What follows belongs to an exercise in optimizing a design on an open flow for small area; a production flow would make more cautious choices.
Only simulation tests tie the RTL to the original design; equivalence was not proved.
Power and IR drop assume default switching activity.

`flow/design.v`:
```
package apb_accum_pkg;
  typedef enum logic [1:0] {
    OP_OR  = 2'b00,
    OP_AND = 2'b01,
    OP_XOR = 2'b10,
    OP_ADD = 2'b11
  } op_e;
  typedef enum logic {
    IDLE = 1'b0,
    ACK  = 1'b1
  } bus_state_e;
  localparam logic [3:0] OFS_DATA   = 4'h0;
  localparam logic [3:0] OFS_CTRL   = 4'h4;
  localparam logic [3:0] OFS_RESULT = 4'h8;
  localparam logic [3:0] OFS_STATUS = 4'hC;
  localparam int CTRL_START  = 0;
  localparam int CTRL_CLR    = 1;
  localparam int CTRL_OP_LSB = 2;
  localparam int CTRL_SAT    = 4;
  localparam int CTRL_IE     = 5;
  localparam int ST_BUSY = 0;
  localparam int ST_DONE = 1;
  localparam int ST_OVF  = 2;
endpackage
module apb_accum_channel
#(
  parameter int DATA_W = 32,
  parameter int OP_LAT = 2
) (
  input  logic              clk,
  input  logic              rst,
  input  logic              wr_data,
  input  logic              wr_ctrl,
  input  logic              wr_status,
  input  logic [DATA_W-1:0] wdata,
  output logic [DATA_W-1:0] data,
  output logic [DATA_W-1:0] ctrl,
  output logic [DATA_W-1:0] result,
  output logic [DATA_W-1:0] status,
  output logic              busy,
  output logic              irq_req
);
  localparam int CNT_W = (OP_LAT > 1) ? $clog2(OP_LAT) : 1;
  localparam logic [CNT_W-1:0] CNT_LOAD = CNT_W'(OP_LAT - 1);
  logic [DATA_W-1:0] data_q, result_q, operand_q, alu_res;
  logic [DATA_W:0]   sum;
  logic [CNT_W-1:0]  cnt_q;
  apb_accum_pkg::op_e               op_q, run_op_q;
  logic              sat_q, ie_q, run_sat_q, busy_q, done_q, ovf_q, alu_carry;
  always_comb begin
    sum       = {1'b0, result_q} + {1'b0, operand_q};
    alu_res   = '0;
    alu_carry = 1'b0;
    case (run_op_q)
      apb_accum_pkg::OP_OR:  alu_res = result_q | operand_q;
      apb_accum_pkg::OP_AND: alu_res = result_q & operand_q;
      apb_accum_pkg::OP_XOR: alu_res = result_q ^ operand_q;
      apb_accum_pkg::OP_ADD: begin
        alu_carry = sum[DATA_W];
        alu_res   = (sum[DATA_W] && run_sat_q) ? '1 : sum[DATA_W-1:0];
      end
      default: alu_res = '0;
    endcase
  end
  always_ff @(posedge clk) begin
    if (rst) begin
      data_q    <= '0;
      result_q  <= '0;
      operand_q <= '0;
      cnt_q     <= '0;
      op_q      <= apb_accum_pkg::OP_OR;
      run_op_q  <= apb_accum_pkg::OP_OR;
      sat_q     <= 1'b0;
      ie_q      <= 1'b0;
      run_sat_q <= 1'b0;
      busy_q    <= 1'b0;
      done_q    <= 1'b0;
      ovf_q     <= 1'b0;
    end else begin
      if (wr_data) data_q <= wdata;
      if (wr_ctrl) begin
        op_q  <= apb_accum_pkg::op_e'(wdata[apb_accum_pkg::CTRL_OP_LSB +: 2]);
        sat_q <= wdata[apb_accum_pkg::CTRL_SAT];
        ie_q  <= wdata[apb_accum_pkg::CTRL_IE];
        if (wdata[apb_accum_pkg::CTRL_CLR]) result_q <= '0;
        if (wdata[apb_accum_pkg::CTRL_START]) begin
          operand_q <= data_q;
          run_op_q  <= apb_accum_pkg::op_e'(wdata[apb_accum_pkg::CTRL_OP_LSB +: 2]);
          run_sat_q <= wdata[apb_accum_pkg::CTRL_SAT];
          busy_q    <= 1'b1;
          cnt_q     <= CNT_LOAD;
        end
      end
      if (wr_status) begin
        if (wdata[apb_accum_pkg::ST_DONE]) done_q <= 1'b0;
        if (wdata[apb_accum_pkg::ST_OVF])  ovf_q  <= 1'b0;
      end
      if (busy_q) begin
        if (cnt_q == '0) begin
          result_q <= alu_res;
          busy_q   <= 1'b0;
          done_q   <= 1'b1;
          if (alu_carry) ovf_q <= 1'b1;
        end else begin
          cnt_q <= cnt_q - 1'b1;
        end
      end
    end
  end
  always_comb begin
    ctrl                      = '0;
    ctrl[apb_accum_pkg::CTRL_OP_LSB +: 2]    = op_q;
    ctrl[apb_accum_pkg::CTRL_SAT]            = sat_q;
    ctrl[apb_accum_pkg::CTRL_IE]             = ie_q;
    status                    = '0;
    status[apb_accum_pkg::ST_BUSY]           = busy_q;
    status[apb_accum_pkg::ST_DONE]           = done_q;
    status[apb_accum_pkg::ST_OVF]            = ovf_q;
  end
  assign data    = data_q;
  assign result  = result_q;
  assign busy    = busy_q;
  assign irq_req = done_q & ie_q;
endmodule
module apb_accum_array
#(
  parameter int DATA_W = 32,
  parameter int NUM_CH = 8,
  parameter int ADDR_W = 8,
  parameter int OP_LAT = 2
) (
  input  logic              PCLK,
  input  logic              PRESET,
  input  logic              PSEL,
  input  logic              PENABLE,
  input  logic              PWRITE,
  input  logic [ADDR_W-1:0] PADDR,
  input  logic [DATA_W-1:0] PWDATA,
  output logic [DATA_W-1:0] PRDATA,
  output logic              PREADY,
  output logic              PSLVERR,
  output logic              irq
);
  localparam int CH_W = ADDR_W - 4;
  localparam logic [CH_W:0] NUM_CH_W = (CH_W+1)'(NUM_CH);
  apb_accum_pkg::bus_state_e        state_q;
  logic [CH_W-1:0]   ch_idx;
  logic [3:0]        ofs;
  logic              access, ch_ok, sel_busy, err, commit;
  logic [DATA_W-1:0] rd_mux;
  logic [DATA_W-1:0] ch_data [NUM_CH];
  logic [DATA_W-1:0] ch_ctrl [NUM_CH];
  logic [DATA_W-1:0] ch_res  [NUM_CH];
  logic [DATA_W-1:0] ch_stat [NUM_CH];
  logic [NUM_CH-1:0] ch_busy, ch_irq;
  assign ch_idx = PADDR[ADDR_W-1:4];
  assign ofs    = PADDR[3:0];
  assign ch_ok  = {1'b0, ch_idx} < NUM_CH_W;
  assign access = (state_q == apb_accum_pkg::IDLE) && PSEL && PENABLE;
  always_comb begin
    sel_busy = 1'b0;
    rd_mux   = '0;
    for (int i = 0; i < NUM_CH; i++) begin
      if (ch_ok && ch_idx == CH_W'(i)) begin
        sel_busy = ch_busy[i];
        case (ofs)
          apb_accum_pkg::OFS_DATA:   rd_mux = ch_data[i];
          apb_accum_pkg::OFS_CTRL:   rd_mux = ch_ctrl[i];
          apb_accum_pkg::OFS_RESULT: rd_mux = ch_res[i];
          apb_accum_pkg::OFS_STATUS: rd_mux = ch_stat[i];
          default:    rd_mux = '0;
        endcase
      end
    end
  end
  assign err = (ofs[1:0] != 2'b00) || !ch_ok
            || (PWRITE && ofs == apb_accum_pkg::OFS_RESULT)
            || (PWRITE && ofs == apb_accum_pkg::OFS_CTRL && sel_busy
                && (PWDATA[apb_accum_pkg::CTRL_START] || PWDATA[apb_accum_pkg::CTRL_CLR]));
  assign commit = access && PWRITE && !err;
  for (genvar g = 0; g < NUM_CH; g++) begin : g_ch
    logic hit;
    assign hit = commit && (ch_idx == CH_W'(g));
    apb_accum_channel #(
      .DATA_W(DATA_W),
      .OP_LAT(OP_LAT)
    ) u_ch (
      .clk      (PCLK),
      .rst      (PRESET),
      .wr_data  (hit && ofs == apb_accum_pkg::OFS_DATA),
      .wr_ctrl  (hit && ofs == apb_accum_pkg::OFS_CTRL),
      .wr_status(hit && ofs == apb_accum_pkg::OFS_STATUS),
      .wdata    (PWDATA),
      .data     (ch_data[g]),
      .ctrl     (ch_ctrl[g]),
      .result   (ch_res[g]),
      .status   (ch_stat[g]),
      .busy     (ch_busy[g]),
      .irq_req  (ch_irq[g])
    );
  end
  always_ff @(posedge PCLK) begin
    if (PRESET) begin
      state_q <= apb_accum_pkg::IDLE;
      PREADY  <= 1'b0;
      PSLVERR <= 1'b0;
      PRDATA  <= '0;
    end else begin
      case (state_q)
        apb_accum_pkg::IDLE: begin
          if (access) begin
            state_q <= apb_accum_pkg::ACK;
            PREADY  <= 1'b1;
            PSLVERR <= err;
            PRDATA  <= (PWRITE || err) ? '0 : rd_mux;
          end
        end
        apb_accum_pkg::ACK: begin
          state_q <= apb_accum_pkg::IDLE;
          PREADY  <= 1'b0;
          PSLVERR <= 1'b0;
          PRDATA  <= '0;
        end
        default: state_q <= apb_accum_pkg::IDLE;
      endcase
    end
  end
  assign irq = |ch_irq;
endmodule
```
`flow/run.sh`:
```
#!/bin/bash
# synth_recipe.tcl (not shown) runs the flow's synth.tcl, then flattens the netlist and writes it again
# the make line also repeats each setting of config.mk as NAME=value (left out here)
make -C /OpenROAD-flow-scripts/flow DESIGN_CONFIG=/design/flow/config.mk WORK_HOME=/design/flow/orfs CLKGATE_MAP_FILE= SYNTH_SCRIPT=/design/flow/synth_recipe.tcl finish
```
`flow/config.mk`:
```
export PLATFORM = sky130hd
export DESIGN_NAME = apb_accum_array
export DESIGN_NICKNAME = apb_accum_array
export VERILOG_FILES = /design/flow/design.v
export SDC_FILE = /design/flow/constraint.sdc
export NUM_CORES = 4
export LEC_CHECK = 0
export CAP_MARGIN = 20
export CORE_MARGIN = 2
export CORE_UTILIZATION = 30
export PLACE_DENSITY = 0.45
export SLEW_MARGIN = 20
```
`flow/constraint.sdc`:
```
create_clock -name core_clock -period 10.0 [get_ports {PCLK}]
set_input_delay 2.0000 -clock core_clock [delete_from_list [all_inputs] [get_ports {PCLK}]]
set_output_delay 2.0000 -clock core_clock [all_outputs]
set_load 0.01 [all_outputs]
```
==> insert_results.sql <==
INSERT INTO impl_metrics (metric_group, metric, value, unit) VALUES
('yosys', 'synth_top_family_by_area', 'compound AO/OA/AOI/OAI gates', ''),
('worst_setup_path', 'timing.critical_path.from', 'PADDR[6]', ''),
('sta', 'totalNegativeSetupSlack', '0', 'ns'),
('yosys', 'synth-edff-count', '0', ''),
('yosys', 'synth_area_per_cell', '7.27', 'um^2'),
('worst_setup_path', 'r2r_cells', '12', ''),
('sta', 'final_critical_path_setup_slack', '4.15', 'ns'),
('sta', 'setup_viol', '0', ''),
('yosys', 'synthDistinctLibCells', '101', ''),
('clock_network', 'cts.hold.buffers_added', '0', ''),
('clock_network', 'cts-htree-levels', '3', ''),
('finish', 'layout.cells.non_filler', '10590', ''),
('floorplanning', 'die-height', '447', 'um'),
('placement', 'place_ws', '3.48', 'ns'),
('yosys', 'synth-adder-area-share', '0.111', ''),
('yosys', 'post_synthesis_mux_area_share', '0.0154', ''),
('yosys', 'synth_seq_cells', '891', ''),
('clock_network', 'cts_repair_resize_count', '0', ''),
('floorplanning', 'design.portCount', '80', ''),
('routing', 'num_vias', '59345', ''),
('sta', 'hold_viol_final', '0', ''),
('yosys', 'synth.yosys.seq_area_share', '0.302', ''),
('clock_network', 'post_cts_setup_bufs', '0', ''),
('worst_setup_path', 'reg2reg_to', 'g_ch[4].u_ch.result_q[31]$_SDFF_PP0_', ''),
('yosys', 'synth_async_sr_flop_share', '0', ''),
('worst_setup_path', 'crit_path_end', 'g_ch[5].u_ch.run_op_q[1]$_SDFFE_PP0P_', ''),
('run_status', 'status', 'timing/DRC/antenna clean', ''),
('worst_setup_path', 'critical_path_arrival', '6.53', 'ns'),
('clock_network', 'clock_insertion_delay_worst_skew', '0.77', 'ns'),
('worst_setup_path', 'reg2reg_setup_slack', '5.55', 'ns'),
('yosys', 'synth_xor_xnor_area_share', '0.00223', ''),
('sta', 'hold-worst-slack', '0.455', 'ns'),
('clock_network', 'cts_tree', 'built', ''),
('finish', 'area_occupied_by_multi_input_gates', '36800', 'um^2'),
('yosys', 'synthesis.nets', '8683', ''),
('worst_setup_path', 'cp-start-kind', 'input port', ''),
('sta', 'timing.clock.skew', '0.0520', 'ns'),
('power', 'maximum_vdd_drop', '0.139', 'mV'),
('yosys', 'ys_warnings', '6', ''),
('floorplanning', 'core_area', '195000', 'um^2'),
('finish', 'seqCellArea', '17800', 'um^2'),
('yosys', 'synth_compound_area_frac', '0.308', ''),
('clock_network', 'ctsLongestPathBuffers', '3', ''),
('placement', 'io_buffers', '79', ''),
('routing', 'remaining_drc_errors', '0', ''),
('global_routing', 'top_usage_layer', 'met2', ''),
('finish', 'nFillCells', '20699', ''),
('worst_setup_path', 'worst_setup_path_end_kind', 'flop', ''),
('finish', 'final_nets', '8448', ''),
('worst_setup_path', 'worstSetupPathType', 'input port to flop', ''),
('routing', 'detail_route.vias_per_cell', '5.60', ''),
('worst_setup_path', 'crit_required', '10.68', 'ns'),
('yosys', 'synth-main-ff-cell', 'sky130_fd_sc_hd__dfxtp_1', ''),
('global_routing', 'grt_antenna_before_repair', '17', ''),
('global_routing', 'use_met3', '0.0361', ''),
('placement', 'gp_congestion', '0.929', ''),
('routing', 'wl_per_cell', '25.2', 'um'),
('yosys', 'yosys.area_share.simple', '0.185', ''),
('global_routing', 'grt.overflow.total', '0', ''),
('sta', 'fin_crit', '5.85', 'ns'),
('sta', 'maxSlewViolCount', '0', ''),
('global_routing', 'grt_first_pass_wirelength', '386000', 'um'),
('power', 'cellPowerDensity', '123', 'nW/um^2'),
('global_routing', 'grt_start_max_net_pins', '118', ''),
('yosys', 'post_synth_inst_count', '8118', ''),
('run', 'drv.max_cap_violation_count', '0', ''),
('clock_network', 'cts_buffers', '111', ''),
('yosys', 'synthTopCellsByArea', 'sky130_fd_sc_hd__dfxtp_1 (30%), sky130_fd_sc_hd__ha_1 (11%), sky130_fd_sc_hd__nand2_1 (10%), sky130_fd_sc_hd__a21oi_1 (9.3%), sky130_fd_sc_hd__inv_1 (3.9%)', ''),
('routing', 'route.final.wire_length', '267000', 'um'),
('routing', 'dr.first_iter.drc_count', '5903', ''),
('routing', 'detailedRoute.firstPassIterationCount', '7', '');
## metal layers
metal  up-vias  wire length, um  share of wire
met1     28854           120000           0.45
met3       412            17200          0.064
met5         -               40        0.00015
li1      28073                -              -
met2      2000           119000           0.44
met4         6            11600          0.043
## power breakdown
part	switching, mW	leakage (nW)	internal, mW	total (mW)
clock network	1.77	1.79	2.43	4.20
logic	0.264	14.8	0.0440	0.308
registers	0.00160	7.18	3.55	3.55
## stage by stage
stage | power, mW | area, um^2 | util
floorplan | 3.75 | 59000 | -
global placement | 3.93 | 61900 | 0.317
detailed placement | 3.93 | 61900 | 0.317
CTS | 8.12 | 65600 | 0.336
global route | 8.26 | 65600 | 0.336
finish | 8.06 | 65600 | 0.336
## registers in the layout (all words and copies together), names as in the netlist
name,flops
g_ch.u_ch.data_q,256
g_ch.u_ch.operand_q,256
g_ch.u_ch.result_q,256
PRDATA,32
g_ch.u_ch.op_q,16
g_ch.u_ch.run_op_q,16
g_ch.u_ch.busy_q,8
g_ch.u_ch.cnt_q,8
g_ch.u_ch.done_q,8
g_ch.u_ch.ie_q,8
g_ch.u_ch.ovf_q,8
g_ch.u_ch.run_sat_q,8
g_ch.u_ch.sat_q,8
PREADY,1
PSLVERR,1
state_q,1
## area by class of cell
cell class / count / share of cell area
timing repair buffer: 203 / 0.0255
inverter: 615 / 0.0352
sequential: 891 / 0.272
antenna: 5 / 0.000191
clock inverter: 41 / 0.00744
multi-input combinational: 6061 / 0.561
tap: 2624 / 0.0500
clock buffer: 150 / 0.0483
## worst max-delay path, stage by stage
cell and delay [ns]:
sky130_fd_sc_hd__clkdlybuf4s50_1 0.70, sky130_fd_sc_hd__nor2b_1 0.40, sky130_fd_sc_hd__nand3_2 0.13, sky130_fd_sc_hd__buf_4 0.36
sky130_fd_sc_hd__nor2_1 0.22, sky130_fd_sc_hd__o211ai_2 0.13, sky130_fd_sc_hd__nor2_2 0.24, sky130_fd_sc_hd__and2_2 0.18
sky130_fd_sc_hd__buf_4 0.43, sky130_fd_sc_hd__nand2_2 0.35, sky130_fd_sc_hd__nor2_2 0.60, sky130_fd_sc_hd__buf_4 0.46
sky130_fd_sc_hd__nand2_1 0.10, sky130_fd_sc_hd__a21oi_1 0.15
## cell families (layout without fill, tap and decap cells)
kind of cell,count (synthesis),count (layout)
other,0,5
adder cells (fa/ha/maj),520,520
flip-flops,891,891
buffers and inverters,1166,1009
multiplexers,76,76
AO/OA/AOI/OAI,2861,2861
XOR/XNOR,15,15
AND/OR/NAND/NOR,2589,2589
## how the worst min path moves through the flow
stage,start,endpoint,slack (ns),depth (start not counted)
after floorplan,g_ch[2].u_ch.run_sat_q$_SDFFE_PP0P_,g_ch[2].u_ch.run_sat_q$_SDFFE_PP0P_,0.43,2
after global placement,g_ch[2].u_ch.op_q[0]$_SDFFE_PP0N_,g_ch[2].u_ch.op_q[0]$_SDFFE_PP0N_,0.44,2
after detailed placement,g_ch[4].u_ch.op_q[1]$_SDFFE_PP0N_,g_ch[4].u_ch.op_q[1]$_SDFFE_PP0N_,0.45,2
after CTS,g_ch[6].u_ch.data_q[2]$_SDFFE_PP0P_,g_ch[6].u_ch.operand_q[2]$_SDFFE_PP0P_,0.45,2
after global routing,g_ch[2].u_ch.sat_q$_SDFFE_PP0N_,g_ch[2].u_ch.sat_q$_SDFFE_PP0N_,0.47,2
final,g_ch[6].u_ch.data_q[2]$_SDFFE_PP0P_,g_ch[6].u_ch.operand_q[2]$_SDFFE_PP0P_,0.45,2
## cells in the final DEF, fill, tap and decap left out, types with 20 or more instances in the layout
cell type / n
sky130_fd_sc_hd__dfxtp_1: 883
sky130_fd_sc_hd__o21ai_0: 410
sky130_fd_sc_hd__clkdlybuf4s50_1: 54
sky130_fd_sc_hd__a31o_2: 24
sky130_fd_sc_hd__nor3_1: 112
sky130_fd_sc_hd__a32oi_1: 23
sky130_fd_sc_hd__clkbuf_16: 114
sky130_fd_sc_hd__inv_1: 609
sky130_fd_sc_hd__nand3_1: 161
sky130_fd_sc_hd__mux2i_1: 49
sky130_fd_sc_hd__a22oi_1: 196
sky130_fd_sc_hd__buf_2: 23
sky130_fd_sc_hd__clkinv_2: 20
sky130_fd_sc_hd__ha_1: 512
sky130_fd_sc_hd__buf_4: 119
sky130_fd_sc_hd__nand2_1: 1631
sky130_fd_sc_hd__o21a_1: 36
sky130_fd_sc_hd__and3_1: 41
sky130_fd_sc_hd__and2_1: 35
sky130_fd_sc_hd__o31ai_1: 52
sky130_fd_sc_hd__o22ai_1: 109
sky130_fd_sc_hd__nor2_1: 363
sky130_fd_sc_hd__a21oi_1: 1097
sky130_fd_sc_hd__a31oi_1: 55
sky130_fd_sc_hd__a211o_1: 56
sky130_fd_sc_hd__a22o_1: 22
sky130_fd_sc_hd__a211oi_1: 118
sky130_fd_sc_hd__a21o_1: 194
sky130_fd_sc_hd__a32o_1: 22
sky130_fd_sc_hd__o211ai_1: 48
sky130_fd_sc_hd__nand2b_1: 70
sky130_fd_sc_hd__o221ai_1: 25
sky130_fd_sc_hd__o21bai_1: 22
sky130_fd_sc_hd__a221oi_1: 132
sky130_fd_sc_hd__nor2b_1: 42
sky130_fd_sc_hd__o21ai_1: 50
## cells in the mapped netlist, types with 10 or more instances
| cell type | instances |
|---|---|
| sky130_fd_sc_hd__a2111oi_0 | 10 |
| sky130_fd_sc_hd__a211o_1 | 56 |
| sky130_fd_sc_hd__a211oi_1 | 118 |
| sky130_fd_sc_hd__a21o_1 | 194 |
| sky130_fd_sc_hd__a21oi_1 | 1098 |
| sky130_fd_sc_hd__a221o_1 | 17 |
| sky130_fd_sc_hd__a221oi_1 | 132 |
| sky130_fd_sc_hd__a22o_1 | 22 |
| sky130_fd_sc_hd__a22oi_1 | 196 |
| sky130_fd_sc_hd__a31o_2 | 24 |
| sky130_fd_sc_hd__a31oi_1 | 55 |
| sky130_fd_sc_hd__a32o_1 | 22 |
| sky130_fd_sc_hd__a32oi_1 | 23 |
| sky130_fd_sc_hd__and2_1 | 37 |
| sky130_fd_sc_hd__and3_1 | 41 |
| sky130_fd_sc_hd__buf_1 | 60 |
| sky130_fd_sc_hd__buf_2 | 85 |
| sky130_fd_sc_hd__clkbuf_1 | 400 |
| sky130_fd_sc_hd__dfxtp_1 | 891 |
| sky130_fd_sc_hd__ha_1 | 512 |
| sky130_fd_sc_hd__inv_1 | 609 |
| sky130_fd_sc_hd__mux2_2 | 17 |
| sky130_fd_sc_hd__mux2i_1 | 49 |
| sky130_fd_sc_hd__mux4_2 | 10 |
| sky130_fd_sc_hd__nand2_1 | 1639 |
| sky130_fd_sc_hd__nand2b_1 | 70 |
| sky130_fd_sc_hd__nand3_1 | 163 |
| sky130_fd_sc_hd__nand4_1 | 19 |
| sky130_fd_sc_hd__nor2_1 | 377 |
| sky130_fd_sc_hd__nor2b_1 | 43 |
| sky130_fd_sc_hd__nor3_1 | 113 |
| sky130_fd_sc_hd__o211ai_1 | 48 |
| sky130_fd_sc_hd__o21a_1 | 36 |
| sky130_fd_sc_hd__o21ai_0 | 410 |
| sky130_fd_sc_hd__o21ai_1 | 50 |
| sky130_fd_sc_hd__o21bai_1 | 22 |
| sky130_fd_sc_hd__o221ai_1 | 25 |
| sky130_fd_sc_hd__o22a_1 | 10 |
| sky130_fd_sc_hd__o22ai_1 | 109 |
| sky130_fd_sc_hd__o31a_1 | 11 |
| sky130_fd_sc_hd__o31ai_1 | 52 |
| sky130_fd_sc_hd__o32ai_1 | 18 |
| sky130_fd_sc_hd__or2_2 | 16 |
| sky130_fd_sc_hd__or3_1 | 19 |

-- separate check: timing with driven ports --
The results above use ideal ports. As a check the final layout listed here was re-extracted and re-timed, cells and wires unchanged. Step 1, drivers: a clkbuf_16 drives PCLK and a buf_2 each remaining input, both assumed. Step 2, shift: input delay + t, output delay - t, t = (earliest + latest rising clock arrival at the registers) / 2. This alone moves slack from input paths to output paths. Slacks: ideal / step 1 / step 2; pairs: ideal / step 1.
t, ns: 0.828
slack for setup (ns): 4.146 / 4.043 / 3.215
worst setup path after step 2: input to register
worst register clock-pin slew, ns: 0.07 / 0.07
worst slew at a driven data input, ns: 0.19
After both steps this run still meets setup and hold. The setup slack of this run moves by -0.103 ns with the drivers and by -0.931 ns with both steps.
